Background: an optimization exercise with open tools, aiming at small area, a short achievable clock period and few clock cycles per item. Do not read the settings as production practice. In this exercise RTL edits were held to simulation tests only and were not proved equivalent to the original. Power figures rest on the tool's default switching activity, not on a simulated workload.

==> inputs of exp/fjord <==
Design windowed_distance_averager_top, start of the top module:
module windowed_distance_averager_top #(
  parameter int NUM_AP = wda_pkg::NUM_AP_DEF,
  parameter int WINDOW = wda_pkg::WINDOW_DEF
) (
  input  logic                       clk,
  input  logic                       rst,
  input  logic                       req_valid,
  output logic                       req_stall,
  input  logic [wda_pkg::REQ_W-1:0]  req,
  output logic                       rsp_valid,
  input  logic                       rsp_stall,
  output logic [wda_pkg::RSP_W-1:0]  rsp
);
export LEC_CHECK = 0
export ABC_AREA = 1
export CAP_MARGIN = 35
export CORE_MARGIN = 2
export CORE_UTILIZATION = 45
export CTS_CLUSTER_DIAMETER = 60
export CTS_CLUSTER_SIZE = 30
export SETUP_SLACK_MARGIN = 4.6
export SLEW_MARGIN = 35
export SYNTH_MEMORY_MAX_BITS = 16384
create_clock -name core_clock -period 8.0 [get_ports {clk}]
standard.sh (not shown) runs the stock make flow with config.mk's settings and CLKGATE_MAP_FILE= SYNTH_SCRIPT=/design/flow/synth_recipe.tcl, a recipe that flattens the netlist after the stock synthesis.
==> flow/flow/run.sh <==
#!/bin/bash
# The standard layout (the standard.sh: standard synthesis and every ORFS step), with one
# change: the input and output port buffers are buf_4 cells instead of the buffer that
# buffer_ports picks by default (a slow delay buffer). Every port still gets its buffer.
# The whole make output goes to standard.log here; ORFS keeps each step's own log under orfs/logs.
set -euo pipefail
bash standard.sh "BUFFER_PORTS_ARGS=-buffer_cell sky130_fd_sc_hd__buf_4" finish > standard.log 2>&1
==> exp/onyx (differences from exp/fjord) <==
--- a/flow/design.v
+++ b/flow/design.v
@@ -69,76 +69,92 @@
   localparam int NSTEP = SW;               
   localparam int EW    = 3 * VW;           
   localparam int ND = 3;
   localparam int B1 = 8;
   localparam int B2 = 18;
-  localparam int B3 = 28;
+  localparam int B3 = 30;
   logic adv;             
   logic sk_v;            
-  logic hz;              
   logic go;              
-  logic stall_q;         
   logic sk_v_nx;
-  logic hz_nx;
-  assign adv       = !sk_v;
-  assign go        = adv && !hz;
-  assign req_stall = stall_q;
+  logic adv_q;
+  assign adv       = adv_q;
+  assign go        = adv;
+  assign req_stall = sk_v;
   logic          r1_v;           
   logic          r1_q;           
   logic [NP-1:0] r1_sel;         
   logic [NP-1:0] r1_st;          
   logic          r1_rot;         
+  logic          r1_isst;        
+  logic [2:0]    r1_ap;          
+  logic [NP-1:0] r1_rsel;        
   logic [VW-1:0] nval [3];
   logic          nvld [3];
   always_ff @(posedge clk) begin
     if (rst) begin
       r1_v   <= 1'b0;
       r1_st  <= '0;
       r1_rot <= 1'b0;
+      r1_isst <= 1'b0;
     end else if (go) begin
       r1_v   <= req_valid;
       r1_rot <= req_valid && !req[103] && req[0];
+      r1_isst <= req_valid && !req[103];
       for (int p = 0; p < NP; p++) r1_st[p] <= req_valid && !req[103] && (req[102:100] == 3'(p));
     end
     if (go) begin
       r1_q <= req[103];
+      r1_ap <= req[102:100];
       for (int p = 0; p < NP; p++) r1_sel[p] <= (req[102:100] == 3'(p));
-      nval[0] <= req[99:68];
+      nval[0] <= (req[67] && !req[103]) ? req[99:68] : VW'(0);
       nvld[0] <= req[67];
-      nval[1] <= req[66:35];
+      nval[1] <= (req[34] && !req[103]) ? req[66:35] : VW'(0);
       nvld[1] <= req[34];
-      nval[2] <= req[33:2];
+      nval[2] <= (req[1] && !req[103]) ? req[33:2] : VW'(0);
       nvld[2] <= req[1];
     end
   end
   logic [NP*NW*EW-1:0] rv;
   logic [NP*NW*3-1:0]  rf;
   logic [NP*3*SW-1:0]  ssum;
-  logic [NP*3*CW-1:0]  scnt;
   logic [NP-1:0]       snz;        
   logic [CW-1:0]       fill;
   logic          rot;        
   logic [NP-1:0] wr;         
-  assign rot = r1_rot && go;
+  logic          rot_nx;
+  logic [NP-1:0] wr_nx;
   always_comb begin
-    for (int p = 0; p < NP; p++) wr[p] = r1_st[p] && go;
+    rot_nx = (go ? (req_valid && !req[103] && req[0]) : r1_rot) && !sk_v_nx;
+    for (int p = 0; p < NP; p++)
+      wr_nx[p] = (go ? (req_valid && !req[103] && (req[102:100] == 3'(p))) : r1_st[p]) && !sk_v_nx;
+  end
+  always_ff @(posedge clk) begin
+    if (rst) begin
+      rot <= 1'b0;
+      wr  <= '0;
+    end else begin
+      rot <= rot_nx;
+      wr  <= wr_nx;
+    end
   end
   logic [VW-1:0] oval [3];
   logic          ovld [3];
   logic [SW-1:0] osum [3];
-  logic [CW-1:0] ocnt [3];
+  logic [NW-1:1] ovlr [3];       
   always_comb begin
     for (int j = 0; j < 3; j++) begin
       oval[j] = '0;
       ovld[j] = 1'b0;
       osum[j] = '0;
-      ocnt[j] = '0;
+      ovlr[j] = '0;
       for (int p = 0; p < NP; p++) begin
         oval[j] = oval[j] | ({VW{r1_sel[p]}} & rv[p*NW*EW + j*VW +: VW]);
         ovld[j] = ovld[j] | (r1_sel[p] & rf[p*NW*3 + j]);
-        osum[j] = osum[j] | ({SW{r1_sel[p] & snz[p]}} & ssum[(p*3 + j)*SW +: SW]);
-        ocnt[j] = ocnt[j] | ({CW{r1_sel[p] & snz[p]}} & scnt[(p*3 + j)*CW +: CW]);
+        osum[j] = osum[j] | ({SW{r1_rsel[p]}} & ssum[(p*3 + j)*SW +: SW]);
+        for (int i = 1; i < NW; i++)
+          ovlr[j][i] = ovlr[j][i] | (r1_sel[p] & rf[(p*NW + i)*3 + j]);
       end
     end
   end
   logic          full;
   logic [CW-1:0] fill_nx;
@@ -177,84 +193,107 @@
     if (rst) begin
       rf   <= '0;
       fill <= '0;
     end
   end
-  logic          sub  [3];
-  logic          add  [3];
-  logic [SW-1:0] opa  [3];
-  logic [SW-1:0] opb  [3];
-  always_comb begin
-    for (int j = 0; j < 3; j++) begin
-      sub[j] = ovld[j] && (!r1_q || !full);
-      add[j] = nvld[j] && !r1_q;
-      opa[j] = add[j] ? {{(SW-VW){nval[j][VW-1]}}, nval[j]} : SW'(0);
-      opb[j] = sub[j] ? ~{{(SW-VW){oval[j][VW-1]}}, oval[j]} : {SW{1'b1}};
+  function automatic logic [SW-1:0] fast_add(input logic [SW-1:0] x, input logic [SW-1:0] y);
+    logic [SW-1:0] g, p, gg, pp, gn, pn;
+    g  = x & y;
+    p  = x ^ y;
+    gg = g;
+    pp = p;
+    for (int l = 0; (1 << l) < SW; l++) begin
+      gn = gg;
+      pn = pp;
+      for (int i = 0; i < SW; i++) begin
+        if ((i >> l) & 1) begin
+          gn[i] = gg[i] | (pp[i] & gg[((i >> l) << l) - 1]);
+          pn[i] = pp[i] & pp[((i >> l) << l) - 1];
+        end
+      end
+      gg = gn;
+      pp = pn;
     end
-  end
+    fast_add = p ^ {gg[SW-2:0], 1'b0};
+  endfunction
   logic          a_v;
   logic          a_q;
   logic          a_st;           
   logic [NP-1:0] a_sel;
   logic [CW-1:0] a_f;
   logic [SW-1:0] a_s  [3];       
   logic [SW-1:0] a_c  [3];       
-  logic [CW-1:0] a_n  [3];       
+  logic [NW-1:0] a_vb [3];       
+  always_ff @(posedge clk) begin
+    if (go) begin
+      for (int p = 0; p < NP; p++)
+        r1_rsel[p] <= (req[102:100] == 3'(p)) && !(r1_isst && (r1_ap == req[102:100])) &&
+                      (snz[p] || (a_st && a_sel[p]));
+    end
+  end
+  logic          fwd;
+  logic [SW-1:0] f_s  [3];
+  logic [SW-1:0] f_c  [3];
+  logic          sub  [3];
+  logic [SW-1:0] opa  [3];
+  logic [SW-1:0] opb  [3];
+  logic [SW-1:0] opc  [3];
+  logic [SW-1:0] xsum [3];
+  always_ff @(posedge clk) begin
+    if (rst) fwd <= 1'b0;
+    else if (go) fwd <= r1_isst && (r1_ap == req[102:100]);
+  end
+  always_comb begin
+    for (int j = 0; j < 3; j++) begin
+      sub[j]  = ovld[j] && (!r1_q || !full);
+      opa[j]  = {{(SW-VW){nval[j][VW-1]}}, nval[j]};
+      opb[j]  = sub[j] ? ~{{(SW-VW){oval[j][VW-1]}}, oval[j]} : {SW{1'b1}};
+      f_s[j]  = a_s[j] ^ {a_c[j][SW-2:0], 1'b1} ^ opa[j];
+      f_c[j]  = (a_s[j] & {a_c[j][SW-2:0], 1'b1}) | (a_s[j] & opa[j]) |
+                ({a_c[j][SW-2:0], 1'b1} & opa[j]);
+      opc[j]  = fwd ? {f_c[j][SW-2:0], 1'b0} : opa[j];
+      xsum[j] = ({SW{fwd}} & f_s[j]) | osum[j];
+    end
+  end
   always_ff @(posedge clk) begin
     if (rst) begin
       a_v  <= 1'b0;
       a_st <= 1'b0;
     end else if (adv) begin
-      a_v  <= r1_v && !hz;
-      a_st <= |r1_st && !hz;
+      a_v  <= r1_v;
+      a_st <= |r1_st;
     end
     if (adv) begin
       a_q   <= r1_q;
       a_sel <= r1_sel;
       a_f   <= fill_nx;
       for (int j = 0; j < 3; j++) begin
-        a_s[j] <= osum[j] ^ opa[j] ^ opb[j];
-        a_c[j] <= (osum[j] & opa[j]) | (osum[j] & opb[j]) | (opa[j] & opb[j]);
-        a_n[j] <= ocnt[j] - CW'(sub[j]) + CW'(add[j]);
+        a_s[j] <= xsum[j] ^ opc[j] ^ opb[j];
+        a_c[j] <= (xsum[j] & opc[j]) | (xsum[j] & opb[j]) | (opc[j] & opb[j]);
+        a_vb[j] <= {ovlr[j], ovld[j] && full};
       end
     end
   end
-  function automatic logic [SW-1:0] fast_add(input logic [SW-1:0] x, input logic [SW-1:0] y);
-    logic [SW-1:0] g, p, gg, pp, gn, pn;
-    g  = x & y;
-    p  = x ^ y;
-    gg = g;
-    pp = p;
-    for (int l = 0; (1 << l) < SW; l++) begin
-      gn = gg;
-      pn = pp;
-      for (int i = 0; i < SW; i++) begin
-        if ((i >> l) & 1) begin
-          gn[i] = gg[i] | (pp[i] & gg[((i >> l) << l) - 1]);
-          pn[i] = pp[i] & pp[((i >> l) << l) - 1];
-        end
-      end
-      gg = gn;
-      pp = pn;
-    end
-    fast_add = p ^ {gg[SW-2:0], 1'b0};
-  endfunction
   logic          q2_v;
   logic          q2_q;
   logic [CW-1:0] q2_f;
   logic [SW-1:0] q2_t [3];
   logic [CW-1:0] q2_c [3];
   logic [SW-1:0] tsum [3];
+  logic [CW-1:0] a_n  [3];       
   always_comb begin
-    for (int j = 0; j < 3; j++) tsum[j] = fast_add(a_s[j], {a_c[j][SW-2:0], 1'b1});
+    for (int j = 0; j < 3; j++) begin
+      tsum[j] = fast_add(a_s[j], {a_c[j][SW-2:0], 1'b1});
+      a_n[j]  = '0;
+      for (int i = 0; i < NW; i++) a_n[j] = a_n[j] + CW'(a_vb[j][i]);
+    end
   end
   always_ff @(posedge clk) begin
     for (int p = 0; p < NP; p++) begin
       for (int j = 0; j < 3; j++) begin
         if (a_st && a_sel[p] && adv) begin
           ssum[(p*3 + j)*SW +: SW] <= tsum[j];
-          scnt[(p*3 + j)*CW +: CW] <= a_n[j];
         end
       end
     end
   end
   always_ff @(posedge clk) begin
@@ -399,23 +438,19 @@
   logic [wda_pkg::RSP_W-1:0] sk;
   assign take = rsp_valid && !rsp_stall;
   always_comb begin
     if (sk_v) sk_v_nx = !take;
     else sk_v_nx = dv[ND] && rsp_valid && !take;
-    if (!adv) hz_nx = hz;
-    else hz_nx = go && req_valid && |r1_st && (r1_sel[req[102:100]]);
   end
   always_ff @(posedge clk) begin
     if (rst) begin
       rsp_valid <= 1'b0;
       sk_v      <= 1'b0;
-      hz        <= 1'b0;
-      stall_q   <= 1'b0;
+      adv_q     <= 1'b1;
     end else begin
       sk_v    <= sk_v_nx;
-      hz      <= hz_nx;
-      stall_q <= sk_v_nx || hz_nx;
+      adv_q   <= !sk_v_nx;
       if (sk_v) begin
         rsp_valid <= 1'b1;
       end else if (dv[ND]) begin
         rsp_valid <= 1'b1;
       end else if (take) begin
- CORE_UTILIZATION: 45 -> 52
==> exp/maple (differences from exp/fjord) <==
--- a/flow/design.v
+++ b/flow/design.v
@@ -69,53 +69,43 @@
   localparam int NSTEP = SW;               
   localparam int EW    = 3 * VW;           
   localparam int ND = 3;
   localparam int B1 = 8;
   localparam int B2 = 18;
-  localparam int B3 = 28;
+  localparam int B3 = 29;
   logic adv;             
   logic sk_v;            
-  logic hz;              
   logic go;              
-  logic stall_q;         
   logic sk_v_nx;
-  logic hz_nx;
   assign adv       = !sk_v;
-  assign go        = adv && !hz;
-  assign req_stall = stall_q;
+  assign go        = adv;
+  assign req_stall = sk_v;
   logic          r1_v;           
   logic          r1_q;           
   logic [NP-1:0] r1_sel;         
   logic [NP-1:0] r1_st;          
   logic          r1_rot;         
   logic [VW-1:0] nval [3];
   logic          nvld [3];
-  always_ff @(posedge clk) begin
-    if (rst) begin
-      r1_v   <= 1'b0;
-      r1_st  <= '0;
-      r1_rot <= 1'b0;
-    end else if (go) begin
-      r1_v   <= req_valid;
-      r1_rot <= req_valid && !req[103] && req[0];
-      for (int p = 0; p < NP; p++) r1_st[p] <= req_valid && !req[103] && (req[102:100] == 3'(p));
-    end
-    if (go) begin
-      r1_q <= req[103];
-      for (int p = 0; p < NP; p++) r1_sel[p] <= (req[102:100] == 3'(p));
-      nval[0] <= req[99:68];
-      nvld[0] <= req[67];
-      nval[1] <= req[66:35];
-      nvld[1] <= req[34];
-      nval[2] <= req[33:2];
-      nvld[2] <= req[1];
+  always_comb begin
+    r1_v   = req_valid;
+    r1_q   = req[103];
+    r1_rot = req_valid && !req[103] && req[0];
+    for (int p = 0; p < NP; p++) begin
+      r1_sel[p] = (req[102:100] == 3'(p));
+      r1_st[p]  = req_valid && !req[103] && r1_sel[p];
     end
+    nval[0] = (req[67] && !req[103]) ? req[99:68] : VW'(0);
+    nvld[0] = req[67];
+    nval[1] = (req[34] && !req[103]) ? req[66:35] : VW'(0);
+    nvld[1] = req[34];
+    nval[2] = (req[1] && !req[103]) ? req[33:2] : VW'(0);
+    nvld[2] = req[1];
   end
   logic [NP*NW*EW-1:0] rv;
   logic [NP*NW*3-1:0]  rf;
   logic [NP*3*SW-1:0]  ssum;
-  logic [NP*3*CW-1:0]  scnt;
   logic [NP-1:0]       snz;        
   logic [CW-1:0]       fill;
   logic          rot;        
   logic [NP-1:0] wr;         
   assign rot = r1_rot && go;
@@ -123,22 +113,23 @@
     for (int p = 0; p < NP; p++) wr[p] = r1_st[p] && go;
   end
   logic [VW-1:0] oval [3];
   logic          ovld [3];
   logic [SW-1:0] osum [3];
-  logic [CW-1:0] ocnt [3];
+  logic [NW-1:1] ovlr [3];       
   always_comb begin
     for (int j = 0; j < 3; j++) begin
       oval[j] = '0;
       ovld[j] = 1'b0;
       osum[j] = '0;
-      ocnt[j] = '0;
+      ovlr[j] = '0;
       for (int p = 0; p < NP; p++) begin
         oval[j] = oval[j] | ({VW{r1_sel[p]}} & rv[p*NW*EW + j*VW +: VW]);
         ovld[j] = ovld[j] | (r1_sel[p] & rf[p*NW*3 + j]);
         osum[j] = osum[j] | ({SW{r1_sel[p] & snz[p]}} & ssum[(p*3 + j)*SW +: SW]);
-        ocnt[j] = ocnt[j] | ({CW{r1_sel[p] & snz[p]}} & scnt[(p*3 + j)*CW +: CW]);
+        for (int i = 1; i < NW; i++)
+          ovlr[j][i] = ovlr[j][i] | (r1_sel[p] & rf[(p*NW + i)*3 + j]);
       end
     end
   end
   logic          full;
   logic [CW-1:0] fill_nx;
@@ -177,84 +168,100 @@
     if (rst) begin
       rf   <= '0;
       fill <= '0;
     end
   end
-  logic          sub  [3];
-  logic          add  [3];
-  logic [SW-1:0] opa  [3];
-  logic [SW-1:0] opb  [3];
-  always_comb begin
-    for (int j = 0; j < 3; j++) begin
-      sub[j] = ovld[j] && (!r1_q || !full);
-      add[j] = nvld[j] && !r1_q;
-      opa[j] = add[j] ? {{(SW-VW){nval[j][VW-1]}}, nval[j]} : SW'(0);
-      opb[j] = sub[j] ? ~{{(SW-VW){oval[j][VW-1]}}, oval[j]} : {SW{1'b1}};
+  function automatic logic [SW-1:0] fast_add(input logic [SW-1:0] x, input logic [SW-1:0] y);
+    logic [SW-1:0] g, p, gg, pp, gn, pn;
+    g  = x & y;
+    p  = x ^ y;
+    gg = g;
+    pp = p;
+    for (int l = 0; (1 << l) < SW; l++) begin
+      gn = gg;
+      pn = pp;
+      for (int i = 0; i < SW; i++) begin
+        if ((i >> l) & 1) begin
+          gn[i] = gg[i] | (pp[i] & gg[((i >> l) << l) - 1]);
+          pn[i] = pp[i] & pp[((i >> l) << l) - 1];
+        end
+      end
+      gg = gn;
+      pp = pn;
     end
-  end
+    fast_add = p ^ {gg[SW-2:0], 1'b0};
+  endfunction
   logic          a_v;
   logic          a_q;
   logic          a_st;           
   logic [NP-1:0] a_sel;
   logic [CW-1:0] a_f;
   logic [SW-1:0] a_s  [3];       
   logic [SW-1:0] a_c  [3];       
-  logic [CW-1:0] a_n  [3];       
+  logic [NW-1:0] a_vb [3];       
+  logic          fwd;
+  logic [SW-1:0] f_s  [3];
+  logic [SW-1:0] f_c  [3];
+  logic [SW-1:0] opy  [3];
+  logic          sub  [3];
+  logic          add  [3];
+  logic [SW-1:0] opa  [3];
+  logic [SW-1:0] opb  [3];
+  logic [SW-1:0] opc  [3];
+  logic [SW-1:0] xsum [3];
+  assign fwd = a_st && |(a_sel & r1_sel);
+  always_comb begin
+    for (int j = 0; j < 3; j++) begin
+      sub[j]  = ovld[j] && (!r1_q || !full);
+      add[j]  = nvld[j] && !r1_q;
+      opa[j]  = {{(SW-VW){nval[j][VW-1]}}, nval[j]};
+      opb[j]  = sub[j] ? ~{{(SW-VW){oval[j][VW-1]}}, oval[j]} : {SW{1'b1}};
+      f_s[j]  = a_s[j] ^ {a_c[j][SW-2:0], 1'b1} ^ opa[j];
+      f_c[j]  = (a_s[j] & {a_c[j][SW-2:0], 1'b1}) | (a_s[j] & opa[j]) |
+                ({a_c[j][SW-2:0], 1'b1} & opa[j]);
+      opc[j]  = fwd ? {f_c[j][SW-2:0], 1'b0} : opa[j];
+      xsum[j] = fwd ? f_s[j] : osum[j];
+    end
+  end
   always_ff @(posedge clk) begin
     if (rst) begin
       a_v  <= 1'b0;
       a_st <= 1'b0;
     end else if (adv) begin
-      a_v  <= r1_v && !hz;
-      a_st <= |r1_st && !hz;
+      a_v  <= r1_v;
+      a_st <= |r1_st;
     end
     if (adv) begin
       a_q   <= r1_q;
       a_sel <= r1_sel;
       a_f   <= fill_nx;
       for (int j = 0; j < 3; j++) begin
-        a_s[j] <= osum[j] ^ opa[j] ^ opb[j];
-        a_c[j] <= (osum[j] & opa[j]) | (osum[j] & opb[j]) | (opa[j] & opb[j]);
-        a_n[j] <= ocnt[j] - CW'(sub[j]) + CW'(add[j]);
+        a_s[j] <= xsum[j] ^ opc[j] ^ opb[j];
+        a_c[j] <= (xsum[j] & opc[j]) | (xsum[j] & opb[j]) | (opc[j] & opb[j]);
+        a_vb[j] <= {ovlr[j], ovld[j] && full};
       end
     end
   end
-  function automatic logic [SW-1:0] fast_add(input logic [SW-1:0] x, input logic [SW-1:0] y);
-    logic [SW-1:0] g, p, gg, pp, gn, pn;
-    g  = x & y;
-    p  = x ^ y;
-    gg = g;
-    pp = p;
-    for (int l = 0; (1 << l) < SW; l++) begin
-      gn = gg;
-      pn = pp;
-      for (int i = 0; i < SW; i++) begin
-        if ((i >> l) & 1) begin
-          gn[i] = gg[i] | (pp[i] & gg[((i >> l) << l) - 1]);
-          pn[i] = pp[i] & pp[((i >> l) << l) - 1];
-        end
-      end
-      gg = gn;
-      pp = pn;
-    end
-    fast_add = p ^ {gg[SW-2:0], 1'b0};
-  endfunction
   logic          q2_v;
   logic          q2_q;
   logic [CW-1:0] q2_f;
   logic [SW-1:0] q2_t [3];
   logic [CW-1:0] q2_c [3];
   logic [SW-1:0] tsum [3];
+  logic [CW-1:0] a_n  [3];       
   always_comb begin
-    for (int j = 0; j < 3; j++) tsum[j] = fast_add(a_s[j], {a_c[j][SW-2:0], 1'b1});
+    for (int j = 0; j < 3; j++) begin
+      tsum[j] = fast_add(a_s[j], {a_c[j][SW-2:0], 1'b1});
+      a_n[j]  = '0;
+      for (int i = 0; i < NW; i++) a_n[j] = a_n[j] + CW'(a_vb[j][i]);
+    end
   end
   always_ff @(posedge clk) begin
     for (int p = 0; p < NP; p++) begin
       for (int j = 0; j < 3; j++) begin
         if (a_st && a_sel[p] && adv) begin
           ssum[(p*3 + j)*SW +: SW] <= tsum[j];
-          scnt[(p*3 + j)*CW +: CW] <= a_n[j];
         end
       end
     end
   end
   always_ff @(posedge clk) begin
@@ -399,23 +406,17 @@
   logic [wda_pkg::RSP_W-1:0] sk;
   assign take = rsp_valid && !rsp_stall;
   always_comb begin
     if (sk_v) sk_v_nx = !take;
     else sk_v_nx = dv[ND] && rsp_valid && !take;
-    if (!adv) hz_nx = hz;
-    else hz_nx = go && req_valid && |r1_st && (r1_sel[req[102:100]]);
   end
   always_ff @(posedge clk) begin
     if (rst) begin
       rsp_valid <= 1'b0;
       sk_v      <= 1'b0;
-      hz        <= 1'b0;
-      stall_q   <= 1'b0;
     end else begin
       sk_v    <= sk_v_nx;
-      hz      <= hz_nx;
-      stall_q <= sk_v_nx || hz_nx;
       if (sk_v) begin
         rsp_valid <= 1'b1;
       end else if (dv[ND]) begin
         rsp_valid <= 1'b1;
       end else if (take) begin
==> comparison <==
Against exp/fjord, the synthesized area of exp/onyx is larger by 0.92%. Of exp/fjord and exp/maple, exp/fjord has the higher clock-buffer cell count (gap 61). exp/fjord went through all stages and came out clean. exp/maple finished clean. exp/onyx ran to the end with no violations. Of exp/maple and exp/onyx, exp/maple has the higher sequential power (gap about 1%, measured against exp/onyx). Of exp/fjord and exp/maple, exp/maple has the higher non-clock buffer count (gap 82). Between exp/onyx and exp/fjord, the lower setup slack is in exp/fjord (gap 0.22 ns). The highest core utilization belongs to exp/onyx, the lowest to exp/maple. The highest first-iteration DRC count belongs to exp/maple, the lowest to exp/fjord. Against exp/fjord, the sequential share of layout area of exp/maple is lower by 1.4 points. The lowest global-route usage belongs to exp/fjord, the highest to exp/onyx.
Testbench counts of exp/fjord, summed over its fixed seeds: cycles 3,939, items 3,781.
Testbench counts of exp/onyx, summed over its fixed seeds: cycles 3,837, items 3,781.
Testbench counts of exp/maple, summed over its fixed seeds: cycles 3,829, items 3,781.

[port drivers added, routing unchanged]
In the flow no input, the clock included, has a driving cell. The finished layouts below were timed again as built, in two steps.
Step 1, drivers: a clkbuf_16 drives clk and a buf_2 each remaining input, both assumed.
Step 2 moves the port delays by t, midway between the first and last clock arrival at a register: inputs arrive t later, outputs are due t later. That takes back most of the time a late clock gives input paths.
a / b / c = ideal ports / drivers / drivers and shift; a / b = the first two.
| run | shift t [ns] | setup WS [ns] | worst register clock-pin slew, ns |
|---|---|---|---|
| exp/fjord | 1.250 | 4.389 / 4.389 / 4.367 | 0.11 / 0.11 |
| exp/onyx | 1.220 | 4.613 / 4.538 / 4.407 | 0.11 / 0.11 |
| exp/maple | 1.255 | 4.403 / 4.298 / 3.043 | 0.11 / 0.11 |
After both steps setup and hold are still met in every run listed. The setup slack of exp/maple, which loses most, moves by -0.105 ns with the drivers and by -1.360 ns with both steps.
